Context: an optimization exercise on an open-source flow, tuned for a short achievable clock period and few clock cycles. The choices shown serve that exercise and are no tape-out recipe.
At most, simulation tests tie the RTL to the original design; equivalence was not proved.
Power figures rest on the tool's default switching activity, not on a simulated workload.

==> v29: inputs <==
## cache_top
module cache_top (
    input  logic                                clk,
    input  logic                                rst_n,
    input  logic                                proc_req_i,
    input  logic [cache_pkg::ADDR_WIDTH-1:0]    proc_addr_i,
    input  logic                                proc_we_i,
    input  logic [cache_pkg::BE_WIDTH-1:0]      proc_be_i,
    input  logic [cache_pkg::DATA_WIDTH-1:0]    proc_wdata_i,
    output logic                                proc_gnt_o,
    output logic                                proc_rvalid_o,
    output logic [cache_pkg::DATA_WIDTH-1:0]    proc_rdata_o,
    output logic                                mem_req_o,
    output logic [cache_pkg::ADDR_WIDTH-1:0]    mem_addr_o,
    output logic                                mem_we_o,
    output logic [cache_pkg::BE_WIDTH-1:0]      mem_be_o,
    output logic [cache_pkg::DATA_WIDTH-1:0]    mem_wdata_o,
    input  logic                                mem_gnt_i,
    input  logic                                mem_rvalid_i,
    input  logic [cache_pkg::DATA_WIDTH-1:0]    mem_rdata_i,
    output logic [cache_pkg::COUNT_WIDTH-1:0]   hit_count_o,
    output logic [cache_pkg::COUNT_WIDTH-1:0]   miss_count_o,
    output logic [cache_pkg::COUNT_WIDTH-1:0]   mem_txn_count_o
);
==> flow/config.mk <==
export PLATFORM = sky130hd
export DESIGN_NAME = cache_top
export DESIGN_NICKNAME = cache_top
export VERILOG_FILES = /design/flow/design.v
export SDC_FILE = /design/flow/constraint.sdc
export NUM_CORES = 4
export LEC_CHECK = 0
export ABC_CLOCK_PERIOD_IN_PS = 2400
export CAP_MARGIN = 20
export CORE_MARGIN = 2
export CORE_UTILIZATION = 55
export SETUP_SLACK_MARGIN = 1.8
export SLEW_MARGIN = 20
export TNS_END_PERCENT = 5
==> flow/constraint.sdc <==
create_clock -name core_clock -period 4.2 [get_ports {clk}]
set_input_delay 0.8400 -clock core_clock [delete_from_list [all_inputs] [get_ports {clk}]]
set_output_delay 0.8400 -clock core_clock [all_outputs]
set_load 0.01 [all_outputs]
run.sh (not shown) runs the stock make flow with config.mk's settings and CLKGATE_MAP_FILE= SYNTH_SCRIPT=/design/flow/synth_recipe.tcl, a recipe that flattens the netlist after the stock synthesis.
==> inputs of v35, as changes to v29 <==
--- a/flow/design.v
+++ b/flow/design.v
@@ -117,32 +117,25 @@
     logic [TAG_WIDTH-1:0]   l_tag_q;
     logic                   l_we_q;
     logic [BE_WIDTH-1:0]    l_be_q;
     logic [DATA_WIDTH-1:0]  l_wdata_q;
     logic                   l_hit_q;
     logic                   l_hway_q;
     logic                   l_vway_q;
-    logic                   l_tway_q;
-    logic [2*NUM_SETS-1:0]  l_toh_q;
-    logic                   l_vpend_q;
     logic                   l_vdirty_q;
     logic [WAW-1:0]         l_faddr_q;
     logic                   st_wbreq_q;
     logic                   st_wbwait_q;
     logic                   st_fillreq_q;
     logic                   st_fillwait_q;
     logic                   mem_req_q;
     logic                   chain_q;
     logic [INDEX_WIDTH-1:0] a_idx_q;
     logic [TAG_WIDTH-1:0]   a_tag_q;
     logic                   a_way_q;
-    logic                   f_v_q;
-    logic [INDEX_WIDTH-1:0] f_idx_q;
-    logic                   f_way_q;
-    logic [DATA_WIDTH-1:0]  f_data_q;
     logic [NP-1:0]          pv_q;
     logic [INDEX_WIDTH-1:0] p_idx_q   [NP];
     logic [TAG_WIDTH-1:0]   p_tag_q   [NP];
     logic                   p_way_q   [NP];
     logic                   p_vd_q    [NP];
     logic [WAW-1:0]         p_addr_q  [NP];
     logic [DATA_WIDTH-1:0]  p_vdata_q [NP];
@@ -153,38 +146,34 @@
     logic                   s2_v_q;
     logic [INDEX_WIDTH-1:0] s2_idx_q;
     logic                   s2_way_q;
     logic                   s2_we_q;
     logic [BE_WIDTH-1:0]    s2_be_q;
     logic [DATA_WIDTH-1:0]  s2_wdata_q;
     logic [QW-1:0]          s2_ptr_q;
-    logic [DATA_WIDTH-1:0]  s2_line_q;
     logic [DATA_WIDTH-1:0]  rq_data_q [QDEPTH];
     logic [BE_WIDTH-1:0]    rq_mask_q [QDEPTH];
     logic [INDEX_WIDTH-1:0] rq_wset_q [QDEPTH];
     logic                   rq_wway_q [QDEPTH];
     logic [QDEPTH-1:0]      rq_wait_q;
     logic [QDEPTH-1:0]      rq_rdy_q;
-    logic [QW:0]            rq_cnt_q;
-    logic                   rq_ok_q;
+    logic [QDEPTH-1:0]      rq_occ_q;
     logic [QW-1:0]          rq_head_q;
     logic [QW-1:0]          rq_tail_q;
     logic                   pop;
     logic                   gnt;
     logic                   r_free;
     assign gnt        = proc_req_i && !k_v_q;
     assign proc_gnt_o = gnt;
     logic [INDEX_WIDTH-1:0] r_idx;
     logic [TAG_WIDTH-1:0]   r_tag;
     logic [NUM_WAYS-1:0]    way_hit;
     logic                   vict_way;
     logic                   vict_dirty;
     logic [TAG_WIDTH-1:0]   vict_tag;
-    logic                   tgt_way;
-    logic                   vpend_now;
     logic                   r_adv;
     assign r_idx = r_addr_q[OFFSET_WIDTH +: INDEX_WIDTH];
     assign r_tag = r_addr_q[ADDR_WIDTH-1 -: TAG_WIDTH];
     always_comb
     begin
         for (int w = 0; w < NUM_WAYS; w++)
             way_hit[w] = valid_q[w][r_idx] && (tag_q[w][r_idx] == r_tag);
@@ -192,53 +181,37 @@
             vict_way = 1'b0;
         else if (!valid_q[1][r_idx])
             vict_way = 1'b1;
         else
             vict_way = ~mru_q[r_idx];
         vict_dirty = valid_q[vict_way][r_idx] && dirty_q[vict_way][r_idx];
         vict_tag   = tag_q[vict_way][r_idx];
-        tgt_way    = (|way_hit) ? way_hit[1] : vict_way;
-        vpend_now  = lpend_q[vict_way][r_idx] &&
-                     !(f_v_q && (f_idx_q == r_idx) && (f_way_q == vict_way));
     end
     logic                   a_busy;
     logic                   fill_now;
     logic                   rq_ok;
     logic                   vict_pend;
-    logic [DATA_WIDTH-1:0]  l_line;
     logic [DATA_WIDTH-1:0]  vict_data;
-    logic [BE_WIDTH-1:0]    f_mask;
     logic                   lk_go;
     logic                   lk_hit;
     logic                   lk_miss;
     logic                   start_a;
     assign a_busy    = st_wbreq_q || st_wbwait_q || st_fillreq_q || st_fillwait_q;
     assign fill_now  = st_fillwait_q && mem_rvalid_i;
-    assign rq_ok     = rq_ok_q;
-    assign vict_pend = l_vpend_q;
-    assign f_mask    = pmask_q[f_way_q][f_idx_q];
+    assign rq_ok     = !rq_occ_q[rq_tail_q];
+    assign vict_pend = lpend_q[l_vway_q][l_idx_q];
     always_comb
     begin
-        l_line = '0;
-        for (int w = 0; w < NUM_WAYS; w++)
-            for (int i = 0; i < NUM_SETS; i++)
-                l_line = l_line | ({DATA_WIDTH{l_toh_q[w*NUM_SETS+i]}} & data_q[w][i]);
-        if (f_v_q && (f_idx_q == l_idx_q) && (f_way_q == l_tway_q))
-        begin
-            for (int b = 0; b < BE_WIDTH; b++)
-                if (!f_mask[b])
-                    l_line[8*b +: 8] = f_data_q[8*b +: 8];
-        end
-        if (s2_v_q && s2_we_q && (s2_idx_q == l_idx_q) && (s2_way_q == l_tway_q))
+        vict_data = data_q[l_vway_q][l_idx_q];
+        if (s2_v_q && s2_we_q && (s2_idx_q == l_idx_q) && (s2_way_q == l_vway_q))
         begin
             for (int b = 0; b < BE_WIDTH; b++)
                 if (s2_be_q[b])
-                    l_line[8*b +: 8] = s2_wdata_q[8*b +: 8];
+                    vict_data[8*b +: 8] = s2_wdata_q[8*b +: 8];
         end
-        vict_data = l_line;
     end
     assign lk_hit   = l_v_q && rq_ok && l_hit_q;
     assign lk_miss  = l_v_q && rq_ok && !l_hit_q && !vict_pend && !pv_q[NP-1];
     assign lk_go    = lk_hit || lk_miss;
     assign r_adv    = r_v_q && (!l_v_q || (lk_go && (l_idx_q != r_idx)));
     assign r_free   = !r_v_q || r_adv;
     assign p_v      = pv_q[0];
@@ -303,20 +276,15 @@
             l_be_q     <= r_be_q;
             l_wdata_q  <= r_wdata_q;
             l_hit_q    <= |way_hit;
             l_hway_q   <= way_hit[1];
             l_vway_q   <= vict_way;
             l_vdirty_q <= vict_dirty;
             l_faddr_q  <= {(vict_dirty ? vict_tag : r_tag), r_idx};
-            l_tway_q   <= tgt_way;
-            l_toh_q    <= (2*NUM_SETS)'(1) << {tgt_way, r_idx};
-            l_vpend_q  <= vpend_now;
         end
-        else if (f_v_q && (f_idx_q == l_idx_q) && (f_way_q == l_vway_q))
-            l_vpend_q  <= 1'b0;
     end
     logic                   load_s1;
     logic                   load_p;
     logic                   load_afill;
     logic                   nx_wbreq;
     logic                   nx_wbwait;
     logic                   nx_fillreq;
@@ -352,19 +320,17 @@
             st_wbwait_q   <= 1'b0;
             st_fillreq_q  <= 1'b0;
             st_fillwait_q <= 1'b0;
             mem_req_q     <= 1'b0;
             chain_q       <= 1'b0;
             pv_q          <= '0;
             s2_v_q        <= 1'b0;
-            f_v_q         <= 1'b0;
         end
         else
         begin
-            f_v_q         <= fill_now;
             st_wbreq_q    <= nx_wbreq;
             st_wbwait_q   <= nx_wbwait;
             st_fillreq_q  <= nx_fillreq;
             st_fillwait_q <= nx_fillwait;
             mem_req_q     <= nx_wbreq || nx_fillreq;
             chain_q       <= nx_wbwait || (nx_fillwait && p_nonempty_d);
             s2_v_q        <= lk_go;
@@ -378,27 +344,20 @@
         end
     end
     always_ff @(posedge clk)
     begin
         if (lk_go)
         begin
             s2_idx_q   <= l_idx_q;
-            s2_way_q   <= l_tway_q;
-            s2_line_q  <= l_line;
+            s2_way_q   <= l_hit_q ? l_hway_q : l_vway_q;
             s2_we_q    <= l_we_q;
             s2_be_q    <= l_be_q;
             s2_wdata_q <= l_wdata_q;
             s2_ptr_q   <= rq_tail_q;
         end
-        if (fill_now)
-        begin
-            f_idx_q    <= a_idx_q;
-            f_way_q    <= a_way_q;
-            f_data_q   <= mem_rdata_i;
-        end
         if (start_a)
         begin
             a_idx_q    <= l_idx_q;
             a_tag_q    <= l_tag_q;
             a_way_q    <= l_vway_q;
         end
         else if (p_pop)
@@ -450,57 +409,58 @@
     logic [DATA_WIDTH-1:0]  s2_line;
     logic [BE_WIDTH-1:0]    s2_mask;
     logic                   s2_pend;
     logic                   s2_fill;
     logic [DATA_WIDTH-1:0]  s2_ans;
     always_comb
     begin
-        s2_line = s2_line_q;
+        s2_line = data_q[s2_way_q][s2_idx_q];
         s2_mask = pmask_q[s2_way_q][s2_idx_q];
         s2_pend = lpend_q[s2_way_q][s2_idx_q];
-        s2_fill = f_v_q && (f_idx_q == s2_idx_q) && (f_way_q == s2_way_q);
+        s2_fill = fill_now && (a_idx_q == s2_idx_q) && (a_way_q == s2_way_q);
         s2_ans  = s2_line;
         if (s2_fill)
         begin
             for (int b = 0; b < BE_WIDTH; b++)
                 if (!s2_mask[b])
-                    s2_ans[8*b +: 8] = f_data_q[8*b +: 8];
+                    s2_ans[8*b +: 8] = mem_rdata_i[8*b +: 8];
         end
         if (s2_we_q)
             s2_ans = '0;
     end
     assign pop = rq_rdy_q[rq_head_q];
     always_ff @(posedge clk)
     begin
         if (!rst_n)
         begin
             rq_rdy_q      <= '0;
             rq_wait_q     <= '0;
-            rq_cnt_q      <= '0;
-            rq_ok_q       <= 1'b1;
+            rq_occ_q      <= '0;
             rq_head_q     <= '0;
             rq_tail_q     <= '0;
             proc_rvalid_o <= 1'b0;
         end
         else
         begin
             proc_rvalid_o <= pop;
             if (lk_go)
-                rq_tail_q <= rq_tail_q + 1'b1;
+            begin
+                rq_tail_q           <= rq_tail_q + 1'b1;
+                rq_occ_q[rq_tail_q] <= 1'b1;
+            end
             if (pop)
             begin
                 rq_head_q           <= rq_head_q + 1'b1;
                 rq_rdy_q[rq_head_q] <= 1'b0;
+                rq_occ_q[rq_head_q] <= 1'b0;
             end
-            rq_cnt_q <= rq_cnt_q + (QW+1)'(lk_go) - (QW+1)'(pop);
-            rq_ok_q  <= (rq_cnt_q - (QW+1)'(pop)) <= (QW+1)'(QDEPTH - 2);
-            if (f_v_q)
+            if (fill_now)
             begin
                 for (int i = 0; i < QDEPTH; i++)
-                    if (rq_wait_q[i] && rq_wset_q[i] == f_idx_q && rq_wway_q[i] == f_way_q)
+                    if (rq_wait_q[i] && rq_wset_q[i] == a_idx_q && rq_wway_q[i] == a_way_q)
                     begin
                         rq_wait_q[i] <= 1'b0;
                         rq_rdy_q[i]  <= 1'b1;
                     end
             end
             if (s2_v_q)
             begin
@@ -511,21 +471,21 @@
             end
         end
     end
     always_ff @(posedge clk)
     begin
         if (pop)
             proc_rdata_o <= rq_data_q[rq_head_q];
-        if (f_v_q)
+        if (fill_now)
         begin
             for (int i = 0; i < QDEPTH; i++)
-                if (rq_wait_q[i] && rq_wset_q[i] == f_idx_q && rq_wway_q[i] == f_way_q)
+                if (rq_wait_q[i] && rq_wset_q[i] == a_idx_q && rq_wway_q[i] == a_way_q)
                     for (int b = 0; b < BE_WIDTH; b++)
                         if (!rq_mask_q[i][b])
-                            rq_data_q[i][8*b +: 8] <= f_data_q[8*b +: 8];
+                            rq_data_q[i][8*b +: 8] <= mem_rdata_i[8*b +: 8];
         end
         if (s2_v_q)
         begin
             rq_data_q[s2_ptr_q] <= s2_ans;
             rq_mask_q[s2_ptr_q] <= s2_mask;
             rq_wset_q[s2_ptr_q] <= s2_idx_q;
             rq_wway_q[s2_ptr_q] <= s2_way_q;
@@ -541,16 +501,16 @@
                 dirty_q[w] <= '0;
                 lpend_q[w] <= '0;
             end
             mru_q <= '0;
         end
         else
         begin
-            if (f_v_q)
-                lpend_q[f_way_q][f_idx_q] <= 1'b0;
+            if (fill_now)
+                lpend_q[a_way_q][a_idx_q] <= 1'b0;
             if (lk_hit)
             begin
                 mru_q[l_idx_q] <= l_hway_q;
                 if (l_we_q)
                     dirty_q[l_hway_q][l_idx_q] <= 1'b1;
             end
             if (lk_miss)
@@ -565,19 +525,19 @@
     always_ff @(posedge clk)
     begin
         if (lk_miss)
         begin
             tag_q[l_vway_q][l_idx_q]   <= l_tag_q;
             pmask_q[l_vway_q][l_idx_q] <= '0;
         end
-        if (f_v_q)
+        if (fill_now)
         begin
             for (int b = 0; b < BE_WIDTH; b++)
-                if (!pmask_q[f_way_q][f_idx_q][b])
-                    data_q[f_way_q][f_idx_q][8*b +: 8] <= f_data_q[8*b +: 8];
+                if (!pmask_q[a_way_q][a_idx_q][b])
+                    data_q[a_way_q][a_idx_q][8*b +: 8] <= mem_rdata_i[8*b +: 8];
         end
         if (s2_v_q && s2_we_q)
         begin
             for (int b = 0; b < BE_WIDTH; b++)
                 if (s2_be_q[b])
                     data_q[s2_way_q][s2_idx_q][8*b +: 8] <= s2_wdata_q[8*b +: 8];
             if (s2_pend)
Settings changed: CORE_UTILIZATION 55 to 40.
==> inputs of v16, as changes to v29 <==
--- a/flow/design.v
+++ b/flow/design.v
@@ -117,17 +117,14 @@
     logic [TAG_WIDTH-1:0]   l_tag_q;
     logic                   l_we_q;
     logic [BE_WIDTH-1:0]    l_be_q;
     logic [DATA_WIDTH-1:0]  l_wdata_q;
     logic                   l_hit_q;
     logic                   l_hway_q;
     logic                   l_vway_q;
-    logic                   l_tway_q;
-    logic [2*NUM_SETS-1:0]  l_toh_q;
-    logic                   l_vpend_q;
     logic                   l_vdirty_q;
     logic [WAW-1:0]         l_faddr_q;
     logic                   st_wbreq_q;
     logic                   st_wbwait_q;
     logic                   st_fillreq_q;
     logic                   st_fillwait_q;
     logic                   mem_req_q;
@@ -153,38 +150,34 @@
     logic                   s2_v_q;
     logic [INDEX_WIDTH-1:0] s2_idx_q;
     logic                   s2_way_q;
     logic                   s2_we_q;
     logic [BE_WIDTH-1:0]    s2_be_q;
     logic [DATA_WIDTH-1:0]  s2_wdata_q;
     logic [QW-1:0]          s2_ptr_q;
-    logic [DATA_WIDTH-1:0]  s2_line_q;
     logic [DATA_WIDTH-1:0]  rq_data_q [QDEPTH];
     logic [BE_WIDTH-1:0]    rq_mask_q [QDEPTH];
     logic [INDEX_WIDTH-1:0] rq_wset_q [QDEPTH];
     logic                   rq_wway_q [QDEPTH];
     logic [QDEPTH-1:0]      rq_wait_q;
     logic [QDEPTH-1:0]      rq_rdy_q;
-    logic [QW:0]            rq_cnt_q;
-    logic                   rq_ok_q;
+    logic [QDEPTH-1:0]      rq_occ_q;
     logic [QW-1:0]          rq_head_q;
     logic [QW-1:0]          rq_tail_q;
     logic                   pop;
     logic                   gnt;
     logic                   r_free;
     assign gnt        = proc_req_i && !k_v_q;
     assign proc_gnt_o = gnt;
     logic [INDEX_WIDTH-1:0] r_idx;
     logic [TAG_WIDTH-1:0]   r_tag;
     logic [NUM_WAYS-1:0]    way_hit;
     logic                   vict_way;
     logic                   vict_dirty;
     logic [TAG_WIDTH-1:0]   vict_tag;
-    logic                   tgt_way;
-    logic                   vpend_now;
     logic                   r_adv;
     assign r_idx = r_addr_q[OFFSET_WIDTH +: INDEX_WIDTH];
     assign r_tag = r_addr_q[ADDR_WIDTH-1 -: TAG_WIDTH];
     always_comb
     begin
         for (int w = 0; w < NUM_WAYS; w++)
             way_hit[w] = valid_q[w][r_idx] && (tag_q[w][r_idx] == r_tag);
@@ -192,53 +185,37 @@
             vict_way = 1'b0;
         else if (!valid_q[1][r_idx])
             vict_way = 1'b1;
         else
             vict_way = ~mru_q[r_idx];
         vict_dirty = valid_q[vict_way][r_idx] && dirty_q[vict_way][r_idx];
         vict_tag   = tag_q[vict_way][r_idx];
-        tgt_way    = (|way_hit) ? way_hit[1] : vict_way;
-        vpend_now  = lpend_q[vict_way][r_idx] &&
-                     !(f_v_q && (f_idx_q == r_idx) && (f_way_q == vict_way));
     end
     logic                   a_busy;
     logic                   fill_now;
     logic                   rq_ok;
     logic                   vict_pend;
-    logic [DATA_WIDTH-1:0]  l_line;
     logic [DATA_WIDTH-1:0]  vict_data;
-    logic [BE_WIDTH-1:0]    f_mask;
     logic                   lk_go;
     logic                   lk_hit;
     logic                   lk_miss;
     logic                   start_a;
     assign a_busy    = st_wbreq_q || st_wbwait_q || st_fillreq_q || st_fillwait_q;
     assign fill_now  = st_fillwait_q && mem_rvalid_i;
-    assign rq_ok     = rq_ok_q;
-    assign vict_pend = l_vpend_q;
-    assign f_mask    = pmask_q[f_way_q][f_idx_q];
+    assign rq_ok     = !rq_occ_q[rq_tail_q];
+    assign vict_pend = lpend_q[l_vway_q][l_idx_q];
     always_comb
     begin
-        l_line = '0;
-        for (int w = 0; w < NUM_WAYS; w++)
-            for (int i = 0; i < NUM_SETS; i++)
-                l_line = l_line | ({DATA_WIDTH{l_toh_q[w*NUM_SETS+i]}} & data_q[w][i]);
-        if (f_v_q && (f_idx_q == l_idx_q) && (f_way_q == l_tway_q))
-        begin
-            for (int b = 0; b < BE_WIDTH; b++)
-                if (!f_mask[b])
-                    l_line[8*b +: 8] = f_data_q[8*b +: 8];
-        end
-        if (s2_v_q && s2_we_q && (s2_idx_q == l_idx_q) && (s2_way_q == l_tway_q))
+        vict_data = data_q[l_vway_q][l_idx_q];
+        if (s2_v_q && s2_we_q && (s2_idx_q == l_idx_q) && (s2_way_q == l_vway_q))
         begin
             for (int b = 0; b < BE_WIDTH; b++)
                 if (s2_be_q[b])
-                    l_line[8*b +: 8] = s2_wdata_q[8*b +: 8];
+                    vict_data[8*b +: 8] = s2_wdata_q[8*b +: 8];
         end
-        vict_data = l_line;
     end
     assign lk_hit   = l_v_q && rq_ok && l_hit_q;
     assign lk_miss  = l_v_q && rq_ok && !l_hit_q && !vict_pend && !pv_q[NP-1];
     assign lk_go    = lk_hit || lk_miss;
     assign r_adv    = r_v_q && (!l_v_q || (lk_go && (l_idx_q != r_idx)));
     assign r_free   = !r_v_q || r_adv;
     assign p_v      = pv_q[0];
@@ -303,20 +280,15 @@
             l_be_q     <= r_be_q;
             l_wdata_q  <= r_wdata_q;
             l_hit_q    <= |way_hit;
             l_hway_q   <= way_hit[1];
             l_vway_q   <= vict_way;
             l_vdirty_q <= vict_dirty;
             l_faddr_q  <= {(vict_dirty ? vict_tag : r_tag), r_idx};
-            l_tway_q   <= tgt_way;
-            l_toh_q    <= (2*NUM_SETS)'(1) << {tgt_way, r_idx};
-            l_vpend_q  <= vpend_now;
         end
-        else if (f_v_q && (f_idx_q == l_idx_q) && (f_way_q == l_vway_q))
-            l_vpend_q  <= 1'b0;
     end
     logic                   load_s1;
     logic                   load_p;
     logic                   load_afill;
     logic                   nx_wbreq;
     logic                   nx_wbwait;
     logic                   nx_fillreq;
@@ -378,16 +350,15 @@
         end
     end
     always_ff @(posedge clk)
     begin
         if (lk_go)
         begin
             s2_idx_q   <= l_idx_q;
-            s2_way_q   <= l_tway_q;
-            s2_line_q  <= l_line;
+            s2_way_q   <= l_hit_q ? l_hway_q : l_vway_q;
             s2_we_q    <= l_we_q;
             s2_be_q    <= l_be_q;
             s2_wdata_q <= l_wdata_q;
             s2_ptr_q   <= rq_tail_q;
         end
         if (fill_now)
         begin
@@ -450,15 +421,15 @@
     logic [DATA_WIDTH-1:0]  s2_line;
     logic [BE_WIDTH-1:0]    s2_mask;
     logic                   s2_pend;
     logic                   s2_fill;
     logic [DATA_WIDTH-1:0]  s2_ans;
     always_comb
     begin
-        s2_line = s2_line_q;
+        s2_line = data_q[s2_way_q][s2_idx_q];
         s2_mask = pmask_q[s2_way_q][s2_idx_q];
         s2_pend = lpend_q[s2_way_q][s2_idx_q];
         s2_fill = f_v_q && (f_idx_q == s2_idx_q) && (f_way_q == s2_way_q);
         s2_ans  = s2_line;
         if (s2_fill)
         begin
             for (int b = 0; b < BE_WIDTH; b++)
@@ -471,32 +442,33 @@
     assign pop = rq_rdy_q[rq_head_q];
     always_ff @(posedge clk)
     begin
         if (!rst_n)
         begin
             rq_rdy_q      <= '0;
             rq_wait_q     <= '0;
-            rq_cnt_q      <= '0;
-            rq_ok_q       <= 1'b1;
+            rq_occ_q      <= '0;
             rq_head_q     <= '0;
             rq_tail_q     <= '0;
             proc_rvalid_o <= 1'b0;
         end
         else
         begin
             proc_rvalid_o <= pop;
             if (lk_go)
-                rq_tail_q <= rq_tail_q + 1'b1;
+            begin
+                rq_tail_q           <= rq_tail_q + 1'b1;
+                rq_occ_q[rq_tail_q] <= 1'b1;
+            end
             if (pop)
             begin
                 rq_head_q           <= rq_head_q + 1'b1;
                 rq_rdy_q[rq_head_q] <= 1'b0;
+                rq_occ_q[rq_head_q] <= 1'b0;
             end
-            rq_cnt_q <= rq_cnt_q + (QW+1)'(lk_go) - (QW+1)'(pop);
-            rq_ok_q  <= (rq_cnt_q - (QW+1)'(pop)) <= (QW+1)'(QDEPTH - 2);
             if (f_v_q)
             begin
                 for (int i = 0; i < QDEPTH; i++)
                     if (rq_wait_q[i] && rq_wset_q[i] == f_idx_q && rq_wway_q[i] == f_way_q)
                     begin
                         rq_wait_q[i] <= 1'b0;
                         rq_rdy_q[i]  <= 1'b1;
Settings changed: CORE_UTILIZATION 55 to 40.
==> comparison <==
v29 finished with timing, DRC and antenna clean. v35 finished with timing, DRC and antenna clean. v16 went through all stages and came out clean. Of v16 and v29, v16 has the higher count of clock-buffer cells in the layout (gap 50). In v16 the cell area is larger than in v35, by 0.21%. Synthesized cell count, lowest first: v35, v16, v29. Against v16, the worst hold slack of v29 is worse by 0.0044 ns. Total power, highest first: v35, v16, v29. Register-to-register slack: v29 > v35 > v16. The lowest critical path depth belongs to v35, the highest to v29. Global-route usage, highest first: v29, v35, v16.
Testbench counts of v29, summed over its fixed seeds: cycles 25,129.
No functional check of the RTL was part of v35 and v16.

-- separate check: timing with driven ports --
No port has a modelled driver above. Below, the same layouts with a new extraction and two added sets of constraints.
Step 1: set_driving_cell puts a clkbuf_16 on clk and a buf_2 on each other input, an assumption about the parent block.
Step 2 times the ports against the registers' clock, not the clock port: input delays grow and output delays shrink by t, the midpoint of the rising clock arrivals with the driver on.
Three values: ideal ports, drivers, drivers and shift; two values: the first two.
run | t (ns) | setup WS [ns] | worst hold slack (ns) | worst register clock-pin slew, ns
v29 | 0.962 | 1.056 / 1.056 / 0.616 | 0.409 / 0.409 / 0.409 | 0.07 / 0.07
v35 | 0.963 | 0.960 / 0.951 / 0.359 | 0.417 / 0.391 / 0.417 | 0.07 / 0.07
v16 | 0.974 | 0.700 / 0.700 / 0.655 | 0.414 / 0.398 / 0.414 | 0.07 / 0.07
After both steps every run listed still meets setup and hold. The setup slack of v35, which loses most, moves by -0.009 ns with the drivers and by -0.601 ns with both steps.
